What follows belongs to an exercise in optimizing a design on an open flow for a short achievable clock period and few clock cycles; a production flow would make more cautious choices. In this exercise RTL edits were held to simulation tests only and were not proved equivalent to the original. Power and IR drop assume default switching activity.

[constraint.sdc]
create_clock -name core_clock -period 8.0 [get_ports {clk}]
set_input_delay 1.6000 -clock core_clock [delete_from_list [all_inputs] [get_ports {clk}]]
set_output_delay 1.6000 -clock core_clock [all_outputs]
set_load 0.01 [all_outputs]
[run.sh]
#!/bin/bash
# synth_recipe.tcl (not shown) runs the flow's synth.tcl, then flattens the netlist and writes it again
# the make line also repeats each setting of config.mk as NAME=value (left out here)
make -C /OpenROAD-flow-scripts/flow DESIGN_CONFIG=/design/flow/config.mk WORK_HOME=/design/flow/orfs CLKGATE_MAP_FILE= SYNTH_SCRIPT=/design/flow/synth_recipe.tcl finish
[design.v]
`timescale 1ns/1ps
package pyr_pkg;
	localparam int xlen   = 16;
	localparam int ilen   = 21;
	localparam int palen  = 14;
	localparam int rsel_w = 4;
	localparam int nreg   = 16;
	typedef logic [palen-1:0]  pc_t;
	typedef logic [xlen-1:0]   word_t;
	typedef logic [ilen-1:0]   instr_t;
	typedef logic [rsel_w-1:0] rsel_t;
	localparam logic [2:0] op_sys   = 3'b000;
	localparam logic [2:0] op_imm   = 3'b001;
	localparam logic [2:0] op_br    = 3'b010;
	localparam logic [2:0] op_reg   = 3'b011;
	localparam logic [2:0] op_jalr  = 3'b100;
	localparam logic [2:0] op_auipc = 3'b101;
	localparam logic [2:0] op_jal   = 3'b110;
	localparam logic [2:0] op_lui   = 3'b111;
	localparam int res_add  = 0;
	localparam int res_sll  = 1;
	localparam int res_slt  = 2;
	localparam int res_sltu = 3;
	localparam int res_xor  = 4;
	localparam int res_sr   = 5;
	localparam int res_or   = 6;
	localparam int res_and  = 7;
	localparam int res_link = 8;
	localparam int nres     = 9;
endpackage
`timescale 1ns/1ps
module pyr_pc (
	input  logic clk,
	input  logic rst,
	input  logic advance,
	input  logic redirect,
	input  pyr_pkg::pc_t  redirect_addr,
	output pyr_pkg::pc_t  fetch_addr
);
	pyr_pkg::pc_t pc_q;
	assign fetch_addr = redirect ? redirect_addr : pc_q;
	always_ff @(posedge clk) begin
		if (rst)
			pc_q <= '0;
		else if (advance)
			pc_q <= fetch_addr + 1'b1;
	end
endmodule
`timescale 1ns/1ps
module pyr_pipe_ctrl (
	input  logic clk,
	input  logic rst,
	input  logic run,
	input  logic imem_rdy,
	input  logic fetch_halt,
	output logic advance,
	output logic halt
);
	assign advance = run & imem_rdy & ~halt;
	always_ff @(posedge clk) begin
		if (rst)
			halt <= 1'b0;
		else if (advance && fetch_halt)
			halt <= 1'b1;
	end
endmodule
`timescale 1ns/1ps
module pyr_decode (
	input  pyr_pkg::instr_t  instr,
	input  pyr_pkg::pc_t     pc,
	input  pyr_pkg::word_t   rs1_val,
	input  pyr_pkg::word_t   rs2_val,
	output pyr_pkg::rsel_t   rs1,
	output pyr_pkg::rsel_t   rs2,
	output pyr_pkg::rsel_t   rd,
	output logic             writes_rd,
	output logic             is_halt,
	output pyr_pkg::word_t   arg0,
	output pyr_pkg::word_t   arg1,
	output logic [pyr_pkg::nres-1:0] res_sel,
	output logic             sub,
	output logic             arith,
	output logic             is_br,
	output logic [2:0]       cond,
	output logic             is_jal,
	output logic             is_jalr,
	output pyr_pkg::pc_t     rel_imm
);
	logic [2:0] opcode;
	logic [2:0] funct3;
	logic       sgn;
	pyr_pkg::word_t immi;
	pyr_pkg::word_t immb;
	pyr_pkg::word_t immu;
	pyr_pkg::word_t imm_hi;
	pyr_pkg::word_t pc_word;
	logic       alu_like;
	assign opcode = instr[2:0];
	assign rd     = instr[6:3];
	assign funct3 = instr[9:7];
	assign rs1    = instr[13:10];
	assign rs2    = instr[17:14];
	assign sgn    = instr[20];
	assign cond   = funct3;
	assign immi   = {{10{sgn}}, instr[19:14]};
	assign immb   = {{10{sgn}}, instr[20:18], instr[5:3]};
	assign immu   = {{4{sgn}}, instr[18:7]};
	assign imm_hi = {instr[17:7], 5'd0};
	assign pc_word = {{(pyr_pkg::xlen-pyr_pkg::palen){1'b0}}, pc};
	assign is_halt   = (opcode == pyr_pkg::op_sys) && (funct3 == 3'b000);
	assign writes_rd = (opcode != pyr_pkg::op_sys) && (opcode != pyr_pkg::op_br) && (rd != '0);
	assign is_br     = (opcode == pyr_pkg::op_br);
	assign is_jal    = (opcode == pyr_pkg::op_jal);
	assign is_jalr   = (opcode == pyr_pkg::op_jalr);
	assign alu_like  = (opcode == pyr_pkg::op_imm) || (opcode == pyr_pkg::op_reg);
	assign sub   = (opcode == pyr_pkg::op_reg) && (funct3 == 3'b000) && instr[19];
	assign arith = instr[19];
	assign rel_imm = is_jal ? immu[pyr_pkg::palen-1:0] : immb[pyr_pkg::palen-1:0];
	always_comb begin
		res_sel = '0;
		if (alu_like) begin
			case (funct3)
				3'b000:  res_sel[pyr_pkg::res_add]  = 1'b1;
				3'b001:  res_sel[pyr_pkg::res_sll]  = 1'b1;
				3'b010:  res_sel[pyr_pkg::res_slt]  = 1'b1;
				3'b011:  res_sel[pyr_pkg::res_sltu] = 1'b1;
				3'b100:  res_sel[pyr_pkg::res_xor]  = 1'b1;
				3'b101:  res_sel[pyr_pkg::res_sr]   = 1'b1;
				3'b110:  res_sel[pyr_pkg::res_or]   = 1'b1;
				default: res_sel[pyr_pkg::res_and]  = 1'b1;
			endcase
		end else if (is_jal || is_jalr) begin
			res_sel[pyr_pkg::res_link] = 1'b1;
		end else begin
			res_sel[pyr_pkg::res_add] = 1'b1;
		end
	end
	always_comb begin
		case (opcode)
			pyr_pkg::op_auipc: arg0 = pc_word;
			pyr_pkg::op_lui:   arg0 = '0;
			default:           arg0 = rs1_val;
		endcase
		case (opcode)
			pyr_pkg::op_imm, pyr_pkg::op_jalr:   arg1 = immi;
			pyr_pkg::op_auipc, pyr_pkg::op_lui:  arg1 = imm_hi;
			default:                             arg1 = rs2_val;
		endcase
	end
endmodule
`timescale 1ns/1ps
module pyr_alu (
	input  pyr_pkg::word_t   arg0,
	input  pyr_pkg::word_t   arg1,
	input  logic [pyr_pkg::nres-1:0] res_sel,
	input  logic             sub,
	input  logic             arith,
	input  pyr_pkg::pc_t     pc,
	input  pyr_pkg::pc_t     rel_imm,
	input  logic             is_br,
	input  logic [2:0]       cond,
	input  logic             is_jal,
	input  logic             is_jalr,
	output pyr_pkg::word_t   rd_val,
	output logic             redirect,
	output pyr_pkg::pc_t     redirect_addr
);
	pyr_pkg::word_t         sum;
	logic [pyr_pkg::xlen:0] diff;
	pyr_pkg::word_t         shl;
	pyr_pkg::word_t         shr;
	logic [2*pyr_pkg::xlen-1:0] shr_ext;
	logic [3:0]             shamt;
	logic                   eq;
	logic                   ltu;
	logic                   lt;
	logic                   taken;
	pyr_pkg::pc_t           jalr_addr;
	pyr_pkg::pc_t           rel_addr;
	assign sum  = arg0 + arg1;
	assign diff = {1'b0, arg0} - {1'b0, arg1};
	assign eq   = (arg0 == arg1);
	assign ltu  = diff[pyr_pkg::xlen];
	assign lt   = (arg0[pyr_pkg::xlen-1] ^ arg1[pyr_pkg::xlen-1]) ? arg0[pyr_pkg::xlen-1] : ltu;
	assign shamt = arg1[3:0];
	assign shl   = arg0 << shamt;
	assign shr_ext = {{pyr_pkg::xlen{arith & arg0[pyr_pkg::xlen-1]}}, arg0} >> shamt;
	assign shr     = shr_ext[pyr_pkg::xlen-1:0];
	always_comb begin
		rd_val = '0;
		if (res_sel[pyr_pkg::res_add])  rd_val |= sub ? diff[pyr_pkg::xlen-1:0] : sum;
		if (res_sel[pyr_pkg::res_sll])  rd_val |= shl;
		if (res_sel[pyr_pkg::res_slt])  rd_val |= {{(pyr_pkg::xlen-1){1'b0}}, lt};
		if (res_sel[pyr_pkg::res_sltu]) rd_val |= {{(pyr_pkg::xlen-1){1'b0}}, ltu};
		if (res_sel[pyr_pkg::res_xor])  rd_val |= arg0 ^ arg1;
		if (res_sel[pyr_pkg::res_sr])   rd_val |= shr;
		if (res_sel[pyr_pkg::res_or])   rd_val |= arg0 | arg1;
		if (res_sel[pyr_pkg::res_and])  rd_val |= arg0 & arg1;
		if (res_sel[pyr_pkg::res_link]) rd_val |= {{(pyr_pkg::xlen-pyr_pkg::palen){1'b0}}, pc};
	end
	always_comb begin
		case (cond)
			3'b000:  taken = eq;
			3'b001:  taken = ~eq;
			3'b100:  taken = lt;
			3'b101:  taken = ~lt;
			3'b110:  taken = ltu;
			3'b111:  taken = ~ltu;
			default: taken = 1'b0;
		endcase
	end
	assign jalr_addr = arg0[pyr_pkg::palen-1:0] + arg1[pyr_pkg::palen-1:0];
	assign rel_addr  = pc + rel_imm;
	assign redirect      = is_jalr | is_jal | (is_br & taken);
	assign redirect_addr = is_jalr ? jalr_addr : rel_addr;
endmodule
`timescale 1ns/1ps
module pyr_regfile (
	input  logic  clk,
	input  logic  rst,
	input  logic  we,
	input  pyr_pkg::rsel_t rd,
	input  pyr_pkg::rsel_t rs1,
	input  pyr_pkg::rsel_t rs2,
	input  pyr_pkg::word_t rd_val,
	input  pyr_pkg::rsel_t dbg_sel,
	output pyr_pkg::word_t rs1_val,
	output pyr_pkg::word_t rs2_val,
	output pyr_pkg::word_t dbg_dout
);
	pyr_pkg::word_t regs [pyr_pkg::nreg];
	assign regs[0] = '0;
	for (genvar i = 1; i < pyr_pkg::nreg; i++) begin : g_reg
		always_ff @(posedge clk) begin
			if (rst)
				regs[i] <= '0;
			else if (we && rd == i)
				regs[i] <= rd_val;
		end
	end
	assign rs1_val  = regs[rs1];
	assign rs2_val  = regs[rs2];
	assign dbg_dout = regs[dbg_sel];
endmodule
`timescale 1ns/1ps
module pyr_core (
	input  logic   clk,
	input  logic   rst,
	input  logic   run,
	output pyr_pkg::pc_t    imem_addr,
	input  pyr_pkg::instr_t imem_dout,
	input  logic   imem_rdy,
	output logic   halt,
	input  pyr_pkg::rsel_t  dbg_sel,
	output pyr_pkg::word_t  dbg_dout
);
	logic advance;
	pyr_pkg::rsel_t f_rs1;
	pyr_pkg::rsel_t f_rs2;
	pyr_pkg::rsel_t f_rd;
	logic           f_wr;
	logic           f_halt;
	pyr_pkg::word_t f_arg0;
	pyr_pkg::word_t f_arg1;
	logic [pyr_pkg::nres-1:0] f_res_sel;
	logic           f_sub;
	logic           f_arith;
	logic           f_br;
	logic [2:0]     f_cond;
	logic           f_jal;
	logic           f_jalr;
	pyr_pkg::pc_t   f_rel;
	pyr_pkg::word_t rs1_val;
	pyr_pkg::word_t rs2_val;
	pyr_pkg::word_t rs1_fwd;
	pyr_pkg::word_t rs2_fwd;
	pyr_pkg::rsel_t e_rd;
	logic           e_wr;
	pyr_pkg::word_t e_arg0;
	pyr_pkg::word_t e_arg1;
	logic [pyr_pkg::nres-1:0] e_res_sel;
	logic           e_sub;
	logic           e_arith;
	logic           e_br;
	logic [2:0]     e_cond;
	logic           e_jal;
	logic           e_jalr;
	pyr_pkg::pc_t   e_pc;
	pyr_pkg::pc_t   e_rel;
	pyr_pkg::word_t e_res;
	logic           redirect;
	pyr_pkg::pc_t   redirect_addr;
	pyr_pipe_ctrl pyr_pipe_ctrl_inst (
		.clk        (clk),
		.rst        (rst),
		.run        (run),
		.imem_rdy   (imem_rdy),
		.fetch_halt (f_halt),
		.advance    (advance),
		.halt       (halt)
	);
	pyr_pc pyr_pc_inst (
		.clk           (clk),
		.rst           (rst),
		.advance       (advance),
		.redirect      (redirect),
		.redirect_addr (redirect_addr),
		.fetch_addr    (imem_addr)
	);
	pyr_regfile pyr_regfile_inst (
		.clk      (clk),
		.rst      (rst),
		.we       (advance & e_wr),
		.rd       (e_rd),
		.rs1      (f_rs1),
		.rs2      (f_rs2),
		.rd_val   (e_res),
		.dbg_sel  (dbg_sel),
		.rs1_val  (rs1_val),
		.rs2_val  (rs2_val),
		.dbg_dout (dbg_dout)
	);
	assign rs1_fwd = (e_wr && e_rd == f_rs1) ? e_res : rs1_val;
	assign rs2_fwd = (e_wr && e_rd == f_rs2) ? e_res : rs2_val;
	pyr_decode pyr_decode_inst (
		.instr     (imem_dout),
		.pc        (imem_addr),
		.rs1_val   (rs1_fwd),
		.rs2_val   (rs2_fwd),
		.rs1       (f_rs1),
		.rs2       (f_rs2),
		.rd        (f_rd),
		.writes_rd (f_wr),
		.is_halt   (f_halt),
		.arg0      (f_arg0),
		.arg1      (f_arg1),
		.res_sel   (f_res_sel),
		.sub       (f_sub),
		.arith     (f_arith),
		.is_br     (f_br),
		.cond      (f_cond),
		.is_jal    (f_jal),
		.is_jalr   (f_jalr),
		.rel_imm   (f_rel)
	);
	always_ff @(posedge clk) begin
		if (rst) begin
			e_wr   <= 1'b0;
			e_br   <= 1'b0;
			e_jal  <= 1'b0;
			e_jalr <= 1'b0;
		end else if (advance) begin
			e_wr   <= f_wr & ~f_halt;
			e_br   <= f_br;
			e_jal  <= f_jal;
			e_jalr <= f_jalr;
		end
	end
	always_ff @(posedge clk) begin
		if (advance) begin
			e_rd      <= f_rd;
			e_arg0    <= f_arg0;
			e_arg1    <= f_arg1;
			e_res_sel <= f_res_sel;
			e_sub     <= f_sub;
			e_arith   <= f_arith;
			e_cond    <= f_cond;
			e_pc      <= imem_addr;
			e_rel     <= f_rel;
		end
	end
	pyr_alu pyr_alu_inst (
		.arg0          (e_arg0),
		.arg1          (e_arg1),
		.res_sel       (e_res_sel),
		.sub           (e_sub),
		.arith         (e_arith),
		.pc            (e_pc),
		.rel_imm       (e_rel),
		.is_br         (e_br),
		.cond          (e_cond),
		.is_jal        (e_jal),
		.is_jalr       (e_jalr),
		.rd_val        (e_res),
		.redirect      (redirect),
		.redirect_addr (redirect_addr)
	);
endmodule
[config.mk]
export PLATFORM = sky130hd
export DESIGN_NAME = pyr_core
export DESIGN_NICKNAME = pyr_core
export VERILOG_FILES = /design/flow/design.v
export SDC_FILE = /design/flow/constraint.sdc
export NUM_CORES = 4
export LEC_CHECK = 0
export ABC_CLOCK_PERIOD_IN_PS = 3500
export CAP_MARGIN = 20
export CORE_MARGIN = 2
export CORE_UTILIZATION = 40
export SETUP_SLACK_MARGIN = 4
export SLEW_MARGIN = 20
==> flow_metrics.tcl, run 1 <==
set metrics [dict create \
    total_global_routing_overflow 0 \
    maxClockFrequency_mhz 184 \
    cp-start-kind "flip-flop" \
    routedWlPerCell_um 31.5 \
    synth_warnings 7 \
    critPathMaxStageDelay_ns 0.52 \
    antenna_cells 0 \
    io_buffer_count 59 \
    remaining_number_of_nets_flagged_by_the_antenna_check_after_routing 0 \
    grt_max_degree 94 \
    post_drt_via_cell_ratio 7.02 \
    regArea_mm2 0.00750 \
    crit_fanout 11 \
    clk_latency_ns 0.59 \
    grt_first_pass_wirelength_um 151000 \
    floorplan.die.height_um 234 \
    final-max-slew-violation-count 0 \
    setup_total_neg_slack_ns 0 \
    drive_above_1_share 0.213 \
    dominantRegCellSynth "sky130_fd_sc_hd__dfxtp_1" \
    hold_class "reg -> reg" \
    slew_headroom 0.302 \
    crit_required_ns 6.40 \
    cts-buffers-inserted 41 \
    synth.ff_latch_count 336 \
    wl_met3_um 15000 \
    met1Wirelength_um 41100 \
    detail_route.iter0.violations 4498 \
    final.min_clock_period_ns 5.45 \
    post_synth.cell_area_avg_um2 8.45 \
    power_density_mw_per_mm2 171 \
    vias 23500 \
    synthMostInstantiatedCell "sky130_fd_sc_hd__nor2_1" \
    final-setup-viol-count 0 \
    netlist_area_mm2 0.0212 \
    cp_top_family "compound AO/OA/AOI/OAI gates" \
    met2_length_um 42900 \
    setup.worst_path.start "e_arg1[0]" \
    utilization 0.508 \
    placeableCoreArea_mm2 0.0524 \
    drt-total-wl_um 106000 \
    post_synth_inst_count 2505 \
    vdd_ir_drop_max_mv 0.159 \
    worstReg2RegStart "e_arg0[12]" \
    multi_input_comb_area_mm2 0.0137 \
    number_of_antenna_violations_at_the_first_check_in_global_routing 1 \
    worst-endpoint-arrival_ns 3.85 \
    dp.final_hpwl_um 64000 \
    ctsLongestPathBuffers 3 \
    synth.lib_cells_used.distinct 75 \
    cp.buffers_inverters 4 \
    grt_pass1_vias 21900 \
    fp.dieW_um 234 \
    timing.critical_path.cells "buf_4 -> buf_12 -> ha_2 -> fa_2 -> a211oi_4 -> o21bai_2 -> a211oi_2 -> nor2_2 -> xnor2_2 -> a21oi_1 -> mux2_4 -> inv_4 -> buf_6" \
    fin_nets 2726 \
    start_util 0.403 \
    synth.net_count 2602 \
    fin_worst_skew_ns 0.0194 \
    worstHoldStart "e_jal" \
    report.power.total_uw 4570 \
    count_of_unresolved_drc_violations_after_routing 0 \
    synth_area_leader_cell "sky130_fd_sc_hd__dfxtp_1" \
    first_pass_iters 13 \
    gpl.final_weighted_congestion 0.956 \
    rsz_0062_raised_after_global_routing "true" \
    cells_taking_the_most_area_after_synthesis "sky130_fd_sc_hd__dfxtp_1 (25%), sky130_fd_sc_hd__edfxtp_1 (11%), sky130_fd_sc_hd__a211oi_1 (8.9%)" \
    core.rowCount 84 \
    stdcell_area_mm2 0.0267 \
    yosys.area.top_type_share 0.245 \
    netlist_top_cells_count "sky130_fd_sc_hd__nor2_1 (402), sky130_fd_sc_hd__dfxtp_1 (259), sky130_fd_sc_hd__a211oi_1 (252)" \
    synth-seq-area-share 0.354 \
    cts-htree-levels 2 \
    result_of_the_run "finished clean" \
    routed.top_layer "met4" \
    design.portCount 60 \
    final.fill_count 4796 \
    fin_crit_share 0.681 \
    leakagePower_uw 0.00928 \
    tritoncts "done" \
    asyncSetResetFlopFracSynth 0 \
    critical_path_class "reg -> out" \
    maxCapViolCount 0 \
    global_route.usage.total 0.374 \
    worst_path_max_delay_cell "sky130_fd_sc_hd__edfxtp_1" \
    timing_hold_violations_final 0 \
    critical_path_endpoint_category "output port" \
    clkTransAtPathRegs_ns 0.06 \
    worst_slew_pin_slew_ns 1.05 \
    post_dp_cell_area_mm2 0.0228 \
    synth_enable_flop_cells 77 \
    die_area_mm2 0.0548 \
    syn2layout_area_growth_pct 26.0 \
    cts_sinks 336 \
    clk_root_buffer_cell "sky130_fd_sc_hd__clkbuf_16" \
]
placed cells by master (no fill, tap or decap), drive strengths merged, types with 49 or more instances in the layout:
cell type  count
ha            65
mux2i         56
a21oi         81
a211oi       253
inv           64
clkbuf        61
nand2         93
dfxtp        259
nand3         59
nor3          50
edfxtp        77
a222oi        49
buf          272
a22oi        218
o21ai         68
nor2         402
worst reg2reg max path, cell delays in order, from the launching register on:
cell,delay (ns)
sky130_fd_sc_hd__edfxtp_1,0.54
sky130_fd_sc_hd__inv_2,0.17
sky130_fd_sc_hd__ha_4,0.21
sky130_fd_sc_hd__or4_4,0.55
sky130_fd_sc_hd__nor4bb_4,0.37
sky130_fd_sc_hd__buf_4,0.19
sky130_fd_sc_hd__a31oi_4,0.10
sky130_fd_sc_hd__nand3_4,0.13
sky130_fd_sc_hd__buf_6,0.12
sky130_fd_sc_hd__o31ai_4,0.07
sky130_fd_sc_hd__buf_6,0.15
sky130_fd_sc_hd__buf_6,0.11
sky130_fd_sc_hd__buf_6,0.10
sky130_fd_sc_hd__buf_6,0.11
sky130_fd_sc_hd__o21ai_4,0.16
sky130_fd_sc_hd__buf_6,0.12
sky130_fd_sc_hd__buf_6,0.10
sky130_fd_sc_hd__ha_4,0.15
sky130_fd_sc_hd__buf_6,0.13
sky130_fd_sc_hd__nand4_1,0.13
sky130_fd_sc_hd__xnor2_2,0.23
sky130_fd_sc_hd__a211oi_2,0.08
power breakdown:
group	total [uW]	internal [uW]	switching [uW]	leakage [uW]
Sequential	1810	1770	40.2	0.00282
Clock	1950	1120	832	0.000667
Combinational	809	295	514	0.00579
final cells by class:
cell class              count  area share
repair buffers            302       0.110
inverters                  66      0.0104
multi-input cells        1882       0.514
flip-flops and latches    336       0.281
well taps                 688      0.0323
clock buffers              53      0.0429
clock inverters            23     0.00901
sequential cells by signal, indices dropped and copies added, names as in the netlist, 4 cells and up:
register	flops
e_arg0	16
e_res_sel	9
e_rd	4
pyr_regfile_inst.regs	240
e_rel	13
e_arg1	16
e_pc	14
pyr_pc_inst.pc_q	14
what timing repair did:
action | 4_1_cts | 5_1_grt
endpoints found under the hold margin | 0 | 0
setup buffers | 120 | 43
gates resized for setup | 318 | 87
pin swaps | 72 | 58
cloned | 4 | 3
setup endpoints to repair | 171 | 99
hold buffers | 0 | 0
logic make-up (layout without fill, tap and decap cells):
| kind of cell | count (synthesis) | after routing | synth area share |
|---|---|---|---|
| AO/OA/AOI/OAI | 927 | 928 | 0.326 |
| AND/OR/NAND/NOR | 761 | 761 | 0.162 |
| flip-flops | 336 | 336 | 0.354 |
| buffers and inverters | 288 | 444 | 0.0522 |
| multiplexers | 77 | 77 | 0.0442 |
| adder cells (fa/ha/maj) | 68 | 68 | 0.0413 |
| XOR/XNOR | 48 | 48 | 0.0199 |
worst paths after layout:
path / to / slack, ns / depth (start not counted)
min: e_jal / 0.47 / 2
max: imem_addr[12] / 2.55 / 13
max reg2reg: pyr_pc_inst.pc_q[10] / 3.79 / 21
min reg2reg: e_jal / 0.47 / 2
routing by layer:
metal,GRT usage,up-vias
li1,-,9932
met1,0.505,11100
met2,0.527,1933
met3,0.132,501
met4,0.183,0
met5,0,-
metrics by stage:
step,std cells,setup slack [ns],hold WS (ns)
2_1_floorplan,2505,3.48,0.436
3_3_place_gp,3104,1.74,0.446
3_5_place_dp,3104,1.70,0.457
6_report,3350,2.55,0.468
4_1_cts,3304,2.62,0.465
5_1_grt,3350,2.53,0.481
Testbench counts, summed over its fixed seeds: cycles 18,586.
==> run 2, diff against run 1 <==
--- a/design.v
+++ b/design.v
@@ -33,12 +33,14 @@
 	input  logic clk,
 	input  logic rst,
 	input  logic advance,
-	input  logic redirect,
-	input  pyr_pkg::pc_t  redirect_addr,
+	input  logic take_rel,
+	input  pyr_pkg::pc_t  rel_addr,
+	input  logic is_jalr,
+	input  pyr_pkg::pc_t  jalr_addr,
 	output pyr_pkg::pc_t  fetch_addr
 );
 	pyr_pkg::pc_t pc_q;
-	assign fetch_addr = redirect ? redirect_addr : pc_q;
+	assign fetch_addr = take_rel ? rel_addr : (is_jalr ? jalr_addr : pc_q);
 	always_ff @(posedge clk) begin
 		if (rst)
 			pc_q <= '0;
@@ -162,8 +164,9 @@
 	input  logic             is_jal,
 	input  logic             is_jalr,
 	output pyr_pkg::word_t   rd_val,
-	output logic             redirect,
-	output pyr_pkg::pc_t     redirect_addr
+	output logic             take_rel,
+	output pyr_pkg::pc_t     rel_addr,
+	output pyr_pkg::pc_t     jalr_addr
 );
 	pyr_pkg::word_t         sum;
 	logic [pyr_pkg::xlen:0] diff;
@@ -175,12 +178,18 @@
 	logic                   ltu;
 	logic                   lt;
 	logic                   taken;
-	pyr_pkg::pc_t           jalr_addr;
-	pyr_pkg::pc_t           rel_addr;
+	logic [7:0]             jalr_lo;
+	logic [6:0]             jalr_hi;
+	logic [6:0]             jalr_hi0;
+	logic [6:0]             jalr_hip;
+	logic [6:0]             jalr_him;
+	logic [7:0]             rel_lo;
+	logic [6:0]             rel_hi0;
+	logic [6:0]             rel_hi1;
 	assign sum  = arg0 + arg1;
 	assign diff = {1'b0, arg0} - {1'b0, arg1};
 	assign eq   = (arg0 == arg1);
-	assign ltu  = diff[pyr_pkg::xlen];
+	assign ltu  = (arg0 < arg1);
 	assign lt   = (arg0[pyr_pkg::xlen-1] ^ arg1[pyr_pkg::xlen-1]) ? arg0[pyr_pkg::xlen-1] : ltu;
 	assign shamt = arg1[3:0];
 	assign shl   = arg0 << shamt;
@@ -209,10 +218,23 @@
 			default: taken = 1'b0;
 		endcase
 	end
-	assign jalr_addr = arg0[pyr_pkg::palen-1:0] + arg1[pyr_pkg::palen-1:0];
-	assign rel_addr  = pc + rel_imm;
-	assign redirect      = is_jalr | is_jal | (is_br & taken);
-	assign redirect_addr = is_jalr ? jalr_addr : rel_addr;
+	assign jalr_lo  = {1'b0, arg0[6:0]} + {1'b0, arg1[6:0]};
+	assign jalr_hi0 = arg0[pyr_pkg::palen-1:7];
+	assign jalr_hip = arg0[pyr_pkg::palen-1:7] + 1'b1;
+	assign jalr_him = arg0[pyr_pkg::palen-1:7] - 1'b1;
+	always_comb begin
+		case ({arg1[pyr_pkg::xlen-1], jalr_lo[7]})
+			2'b01:   jalr_hi = jalr_hip;
+			2'b10:   jalr_hi = jalr_him;
+			default: jalr_hi = jalr_hi0;
+		endcase
+	end
+	assign jalr_addr = {jalr_hi, jalr_lo[6:0]};
+	assign rel_lo  = {1'b0, pc[6:0]} + {1'b0, rel_imm[6:0]};
+	assign rel_hi0 = pc[pyr_pkg::palen-1:7] + rel_imm[pyr_pkg::palen-1:7];
+	assign rel_hi1 = pc[pyr_pkg::palen-1:7] + rel_imm[pyr_pkg::palen-1:7] + 1'b1;
+	assign rel_addr = {rel_lo[7] ? rel_hi1 : rel_hi0, rel_lo[6:0]};
+	assign take_rel = is_jal | (is_br & taken);
 endmodule
 `timescale 1ns/1ps
 module pyr_regfile (
@@ -288,8 +310,9 @@
 	pyr_pkg::pc_t   e_pc;
 	pyr_pkg::pc_t   e_rel;
 	pyr_pkg::word_t e_res;
-	logic           redirect;
-	pyr_pkg::pc_t   redirect_addr;
+	logic           take_rel;
+	pyr_pkg::pc_t   rel_addr;
+	pyr_pkg::pc_t   jalr_addr;
 	pyr_pipe_ctrl pyr_pipe_ctrl_inst (
 		.clk        (clk),
 		.rst        (rst),
@@ -303,8 +326,10 @@
 		.clk           (clk),
 		.rst           (rst),
 		.advance       (advance),
-		.redirect      (redirect),
-		.redirect_addr (redirect_addr),
+		.take_rel      (take_rel),
+		.rel_addr      (rel_addr),
+		.is_jalr       (e_jalr),
+		.jalr_addr     (jalr_addr),
 		.fetch_addr    (imem_addr)
 	);
 	pyr_regfile pyr_regfile_inst (
@@ -382,7 +407,8 @@
 		.is_jal        (e_jal),
 		.is_jalr       (e_jalr),
 		.rd_val        (e_res),
-		.redirect      (redirect),
-		.redirect_addr (redirect_addr)
+		.take_rel      (take_rel),
+		.rel_addr      (rel_addr),
+		.jalr_addr     (jalr_addr)
 	);
 endmodule
==> run 2 against run 1 <==
Critical path depth up 4. Wire length down 0.81%. Combinational power down 3.7%. Final area up 1.3%. Worst hold slack worse by 0.012 ns. Die area up 1.0%. Sequential power about the same. Global-route usage down 0.93 points. Via count up 0.82%. Non-clock buffer count up 27. Largest cell class unchanged. Still clean on timing, DRC and antenna.
==> flow_metrics.tcl, run 2 <==
set metrics [dict create \
    result_of_the_run "finished clean" \
    netlist_area_mm2 0.0214 \
    cts-buffers-inserted 41 \
    worst-endpoint-arrival_ns 3.90 \
    cts_sinks 336 \
    setup_total_neg_slack_ns 0 \
    layout.cells.non_filler 3421 \
    tritoncts "done" \
    ctsLongestPathBuffers 3 \
    detail_route.iter0.violations 4478 \
    crit_fanout 6 \
    count_of_unresolved_drc_violations_after_routing 0 \
    timing_hold_violations_final 0 \
    asyncSetResetFlopFracSynth 0 \
    layout_commonest_cell "sky130_fd_sc_hd__nor2_1" \
    floorplan.die.height_um 235 \
    critPathMaxStageDelay_ns 0.40 \
    cells_taking_the_most_area_after_synthesis "sky130_fd_sc_hd__dfxtp_1 (24%), sky130_fd_sc_hd__edfxtp_1 (11%), sky130_fd_sc_hd__a211oi_1 (7.5%)" \
    post_dp_cell_area_mm2 0.0231 \
    mostFrequentLayoutCells "sky130_fd_sc_hd__nor2_1 (372), sky130_fd_sc_hd__dfxtp_1 (259), sky130_fd_sc_hd__a211oi_1 (209), sky130_fd_sc_hd__a22oi_1 (202), sky130_fd_sc_hd__buf_4 (198)" \
    remaining_number_of_nets_flagged_by_the_antenna_check_after_routing 0 \
    largest_register_ff_count 240 \
    power_density_mw_per_mm2 170 \
    number_of_antenna_violations_at_the_first_check_in_global_routing 2 \
    cts_hold_buffers 0 \
    post_synth_inst_count 2538 \
    leakagePower_uw 0.00952 \
    syn2layout_area_growth_pct 26.3 \
    synth_area_leader_cell "sky130_fd_sc_hd__dfxtp_1" \
    reg.largest.list "pyr_regfile_inst.regs: 240 flops, e_arg0: 16 flops, e_arg1: 16 flops" \
    hold_class "reg -> reg" \
    core.rowCount 84 \
    routedWlPerCell_um 30.6 \
    grt_max_degree 100 \
    post_drt_via_cell_ratio 6.93 \
    synth.lib_cells_used.distinct 78 \
    final-max-slew-violation-count 0 \
    synth.net_count 2644 \
    yosys.area.top_type_share 0.243 \
    dp.final_hpwl_um 64700 \
    utilization 0.513 \
    fin_crit_share 0.687 \
    global_route.usage.total 0.365 \
    final.min_clock_period_ns 5.50 \
    vdd_ir_drop_max_mv 0.142 \
    clkTransAtPathRegs_ns 0.06 \
    fin_nets 2806 \
    design.portCount 60 \
    total_global_routing_overflow 0 \
    drt-total-wl_um 105000 \
    drive_above_1_share 0.207 \
    crit_required_ns 6.40 \
    synth_top_family_by_area "compound AO/OA/AOI/OAI gates" \
    timing.critical_path.cells "buf_12 -> clkinvlp_4 -> ha_4 -> o21ai_2 -> o21ai_2 -> a31oi_4 -> ha_4 -> fa_2 -> a21o_1 -> a21oi_2 -> buf_4 -> o311ai_4 -> xnor2_1 -> nand2_1 -> o211ai_1 -> o21ai_2 -> buf_2" \
    critical_path_class "reg -> out" \
    placeableCoreArea_mm2 0.0527 \
    synthMostInstantiatedCell "sky130_fd_sc_hd__nor2_1" \
    synth_warnings 7 \
    synth-compound-area-share 0.321 \
    gpl.final_weighted_congestion 1.00 \
    stdcell_area_mm2 0.0270 \
    synth-seq-area-share 0.351 \
    netlist_top_cells_count "sky130_fd_sc_hd__nor2_1 (407), sky130_fd_sc_hd__dfxtp_1 (259), sky130_fd_sc_hd__a211oi_1 (214)" \
    vias 23700 \
    synth.ff_latch_count 336 \
    critical_path_endpoint_category "output port" \
    maxClockFrequency_mhz 182 \
    synth_enable_flop_cells 77 \
    first_pass_iters 13 \
    critPathMostFrequentCell "sky130_fd_sc_hd__o21ai_2" \
    fp.dieW_um 235 \
    clk_latency_ns 0.60 \
    die_area_mm2 0.0553 \
    worst_path_max_delay_cell "sky130_fd_sc_hd__edfxtp_1" \
    clk_root_buffer_cell "sky130_fd_sc_hd__clkbuf_16" \
    grt_pass1_vias 22500 \
    slew_headroom 0.281 \
    worst_slew_pin_slew_ns 1.07 \
    dominantRegCellSynth "sky130_fd_sc_hd__dfxtp_1" \
    dp_cells 3152 \
    post_synth.cell_area_avg_um2 8.42 \
    maxCapViolCount 0 \
    xor_xnor_share_of_the_synthesized_area 0.0225 \
    grt_first_pass_wirelength_um 152000 \
    synth_fa_ha_area_frac 0.0468 \
    fin_worst_skew_ns 0.0272 \
    largest_register "pyr_regfile_inst.regs" \
    cts-htree-levels 2 \
    synth.mux.area_fraction 0.0485 \
    cp-start-kind "flip-flop" \
    rsz_0062_raised_after_global_routing "true" \
    start_util 0.406 \
    io_buffer_count 59 \
    post_synth_and_or_nand_nor_area_fraction 0.160 \
    final-setup-viol-count 0 \
]
run 2: power by group:
part | leakage [uW] | internal, uW | total [uW] | switching [uW]
Sequential | 0.00282 | 1770 | 1810 | 40.1
Clock | 0.000706 | 1200 | 2010 | 808
Combinational | 0.00600 | 285 | 779 | 494
run 2: layer usage:
metal / track usage / wire length [um] / vias to the layer above
li1: - / - / 10100
met4: 0.231 / 8670 / 0
met2: 0.572 / 45800 / 1704
met1: 0.447 / 39200 / 11300
met5: 0.00606 / 0 / -
met3: 0.0924 / 11000 / 597
run 2: cells by family (layout without fill, tap and decap cells):
group                      count (synthesis)  after routing
adders and majority gates                 77             77
DFF                                      336            336
buffers and inverters                    277            470
xor gates and xnor gates                  55             55
AOI/OAI and AO/OA                        926            926
muxes                                     96             96
and+or+nand+nor                          771            771
other                                      0              2
run 2: path summary, 6_finish.rpt:
check	start	endpoint	slack, ns	depth (start not counted)
max	e_arg1[3]	imem_addr[13]	2.50	17
min	pyr_pc_inst.pc_q[3]	pyr_pc_inst.pc_q[3]	0.46	2
max reg2reg	e_arg1[0]	pyr_pc_inst.pc_q[12]	3.83	20
min reg2reg	pyr_pc_inst.pc_q[3]	pyr_pc_inst.pc_q[3]	0.46	2
run 2: repair_timing:
item                       in CTS  in global routing
setup buffers                 146                 42
gates resized for setup       275                 67
cloned                          4                  0
setup endpoints to repair     119                 99
pin swaps                      81                 56
run 2: cell type report:
class / instances / area (um2)
timing repair inverter: 1 / 8.76
inverter: 66 / 283
tap: 688 / 861
multi-input combinational: 1925 / 13800
clock buffer: 57 / 1190
antenna: 2 / 5.00
timing repair buffer: 329 / 3100
fill: 4870 / 25700
clock inverter: 17 / 238
sequential: 336 / 7500
run 2: stage by stage:
| step | hold WS [ns] | power [uW] | worst slack (ns) |
|---|---|---|---|
| CTS | 0.458 | 4550 | 2.52 |
| detailed placement | 0.450 | 2470 | 1.68 |
| global route | 0.483 | 4720 | 2.40 |
| global placement | 0.447 | 2470 | 1.74 |
| floorplan | 0.428 | 2240 | 3.15 |
| finish | 0.456 | 4600 | 2.50 |
run 2: worst max-delay path, delay by kind of cell, from the launching register on:
family	cells	cell delay (ns)
adders and majority gates	3	0.96
buffers and inverters	4	0.54
xor gates and xnor gates	1	0.15
DFF	1	0.40
and+or+nand+nor	1	0.07
AOI/OAI and AO/OA	8	1.19
Testbench counts of run 2, summed over its fixed seeds: cycles 18,586.
==> run 3, diff against run 2 <==
--- a/config.mk
+++ b/config.mk
@@ -9,5 +9,5 @@
 export CAP_MARGIN = 20
 export CORE_MARGIN = 2
 export CORE_UTILIZATION = 40
-export SETUP_SLACK_MARGIN = 4
+export SETUP_SLACK_MARGIN = 3
 export SLEW_MARGIN = 20
==> run 3 against run 2 <==
Clock power grew 2%. Final area shrank 3.6%. Worst setup slack lost 0.041 ns. Die area is the same. Clock skew grew 0.012 ns. First-iteration DRC count shrank 5.2%. Highest routed layer is now met5.
==> flow_metrics.tcl, run 3 <==
set metrics [dict create \
    result_of_the_run "finished clean" \
    global_route.usage.total 0.362 \
    design.portCount 60 \
    reg.largest.list "pyr_regfile_inst.regs: 240 flops, e_arg0: 16 flops, e_arg1: 16 flops" \
    layout_commonest_cell "sky130_fd_sc_hd__nor2_1" \
    remaining_number_of_nets_flagged_by_the_antenna_check_after_routing 0 \
    drt-total-wl_um 105000 \
    critPathMostFrequentCell "sky130_fd_sc_hd__ha_4" \
    cts_sinks 336 \
    maxClockFrequency_mhz 181 \
    netlist_top_cells_count "sky130_fd_sc_hd__nor2_1 (407), sky130_fd_sc_hd__dfxtp_1 (259), sky130_fd_sc_hd__a211oi_1 (214)" \
    largest_register "pyr_regfile_inst.regs" \
    grt_max_degree 172 \
    post_dp_cell_area_mm2 0.0229 \
    synth.mux.area_fraction 0.0485 \
    synthMostInstantiatedCell "sky130_fd_sc_hd__nor2_1" \
    fin_crit_share 0.692 \
    post_synth_and_or_nand_nor_area_fraction 0.160 \
    synth-seq-area-share 0.351 \
    clk_root_buffer_cell "sky130_fd_sc_hd__clkbuf_16" \
    total_global_routing_overflow 0 \
    worst-endpoint-arrival_ns 3.94 \
    floorplan.die.height_um 235 \
    cp-start-kind "flip-flop" \
    ctsLongestPathBuffers 3 \
    fp.dieW_um 235 \
    critical_path_endpoint_category "output port" \
    synth.lib_cells_used.distinct 78 \
    critPathMaxStageDelay_ns 0.47 \
    leakagePower_uw 0.00911 \
    final-max-slew-violation-count 0 \
    grt_pass1_vias 22200 \
    synth_area_leader_cell "sky130_fd_sc_hd__dfxtp_1" \
    post_drt_via_cell_ratio 6.97 \
    dp.final_hpwl_um 65700 \
    crit_required_ns 6.40 \
    die_area_mm2 0.0553 \
    tritoncts "done" \
    rsz_0062_raised_after_global_routing "true" \
    slew_headroom 0.108 \
    first_pass_iters 14 \
    io_buffer_count 59 \
    dominantRegCellSynth "sky130_fd_sc_hd__dfxtp_1" \
    synth_top_family_by_area "compound AO/OA/AOI/OAI gates" \
    asyncSetResetFlopFracSynth 0 \
    hold_class "reg -> reg" \
    setup_total_neg_slack_ns 0 \
    routedWlPerCell_um 31.2 \
    fin_worst_skew_ns 0.0391 \
    core.rowCount 84 \
    synth.ff_latch_count 336 \
    timing_hold_violations_final 0 \
    crit_fanout 40 \
    cts-htree-levels 2 \
    post_synth_inst_count 2538 \
    placeableCoreArea_mm2 0.0527 \
    synth-compound-area-share 0.321 \
    post_synth.cell_area_avg_um2 8.42 \
    stdcell_area_mm2 0.0260 \
    final-setup-viol-count 0 \
    count_of_unresolved_drc_violations_after_routing 0 \
    cts-buffers-inserted 41 \
    fin_nets 2746 \
    netlist_area_mm2 0.0214 \
    clkTransAtPathRegs_ns 0.06 \
    timing.critical_path.cells "buf_12 -> ha_4 -> a211oi_4 -> o21ai_4 -> a31oi_4 -> ha_4 -> ha_1 -> a21o_1 -> a21oi_2 -> o21ai_1 -> xnor2_1 -> o211ai_1 -> o21ai_0 -> mux2i_2 -> buf_2" \
    number_of_antenna_violations_at_the_first_check_in_global_routing 6 \
    detail_route.iter0.violations 4246 \
    mostFrequentLayoutCells "sky130_fd_sc_hd__nor2_1 (390), sky130_fd_sc_hd__dfxtp_1 (259), sky130_fd_sc_hd__a211oi_1 (213), sky130_fd_sc_hd__a22oi_1 (207), sky130_fd_sc_hd__buf_4 (171)" \
    largest_register_ff_count 240 \
    power_density_mw_per_mm2 177 \
    clk_latency_ns 0.61 \
    synth.net_count 2644 \
    cells_taking_the_most_area_after_synthesis "sky130_fd_sc_hd__dfxtp_1 (24%), sky130_fd_sc_hd__edfxtp_1 (11%), sky130_fd_sc_hd__a211oi_1 (7.5%)" \
    synth_warnings 7 \
    synth_enable_flop_cells 77 \
    vias 23400 \
    worst_path_max_delay_cell "sky130_fd_sc_hd__edfxtp_1" \
    gpl.final_weighted_congestion 0.987 \
    maxCapViolCount 0 \
    vdd_ir_drop_max_mv 0.151 \
    drive_above_1_share 0.164 \
    xor_xnor_share_of_the_synthesized_area 0.0225 \
    start_util 0.406 \
    worst_slew_pin_slew_ns 1.33 \
    synth_fa_ha_area_frac 0.0468 \
    critical_path_class "reg -> out" \
    yosys.area.top_type_share 0.243 \
    syn2layout_area_growth_pct 21.8 \
    grt_first_pass_wirelength_um 151000 \
    final.min_clock_period_ns 5.54 \
]
-- run 3: cell counts after synthesis --
No cell type changed its count.
-- run 3: critical path: cells and delay by family, from the launching register on --
family	cells	cell delay, ns
muxes	1	0.25
buffers and inverters	2	0.39
adders and majority gates	3	0.67
xor gates and xnor gates	1	0.13
DFF	1	0.47
AOI/OAI and AO/OA	8	1.43
-- run 3: routing by layer --
metal | global-route usage | part of all wire
met1 | 0.438 | 0.37
met2 | 0.570 | 0.44
met3 | 0.103 | 0.12
met4 | 0.217 | 0.078
met5 | 0 | 0.00038
-- run 3: final cells by class --
type | count | area [um2]
fill | 4911 | 26600
clock buffer | 61 | 1270
tap | 688 | 861
sequential | 336 | 7500
multi-input combinational | 1926 | 13500
antenna | 2 | 5.00
clock inverter | 14 | 223
inverter | 66 | 268
timing repair buffer | 268 | 2380
timing repair inverter | 1 | 3.75
-- run 3: timing repair --
item,CTS,global route
gates cloned,5,0
endpoints found under the setup margin,31,19
setup buffers,90,21
gates resized for setup,219,32
pin swaps,24,19
hold buffers,0,0
-- run 3: final timing paths --
path / end / from / slack [ns] / depth (start not counted)
setup / recovery: imem_addr[12] / e_arg1[2] / 2.46 / 15
hold / removal: pyr_pc_inst.pc_q[0] / pyr_pc_inst.pc_q[0] / 0.50 / 2
setup reg to reg: e_arg0[15] / e_arg1[3] / 3.53 / 15
hold reg to reg: pyr_pc_inst.pc_q[0] / pyr_pc_inst.pc_q[0] / 0.50 / 2
-- run 3: kinds of logic after synthesis --
logic type                 after synthesis
and+or+nand+nor                        771
adders and majority gates               77
DFF                                    336
AOI/OAI and AO/OA                      926
muxes                                   96
xor gates and xnor gates                55
buffers and inverters                  277
-- run 3: metrics by stage --
step	utilization	setup WS, ns	hold WS, ns	power [uW]	instances
global placement	0.435	1.74	0.461	2460	3169
floorplan	-	3.02	0.428	2220	2538
global route	0.494	2.36	0.500	4720	3360
detailed placement	0.436	1.75	0.469	2460	3169
finish	0.494	2.46	0.498	4620	3362
CTS	0.490	2.47	0.476	4570	3339
-- run 3: power by group --
part	internal, uW	switching [uW]
clock	1240	823
sequential	1770	43.9
combinational	258	484
total	3270	1350

==> static timing again, ports no longer ideal <==
In the flow no input, the clock included, has a driving cell. The finished layouts below were timed again as built, in two steps.
Step 1 assumes that a clkbuf_16 drives the clock port and a buf_2 every other input.
Step 2 moves the port delays by t, midway between the first and last clock arrival at a register: inputs arrive t later, outputs are due t later. That takes back most of the time a late clock gives input paths.
Slacks: ideal ports / drivers / drivers and shift; pairs: ideal ports / drivers.
run | t, ns | setup slack, ns | worst hold slack (ns) | worst setup path after step 2 | clock arrival spread, ns
run 1 | 0.647 | 2.553 / 2.491 / 3.138 | 0.468 / 0.468 / 0.468 | register to output | 0.026 / 0.026
run 2 | 0.641 | 2.504 / 2.447 / 3.087 | 0.456 / 0.456 / 0.456 | register to output | 0.027 / 0.027
run 3 | 0.650 | 2.464 / 2.404 / 2.805 | 0.498 / 0.498 / 0.498 | input to register | 0.040 / 0.040
After both steps setup and hold are still met in every run listed.
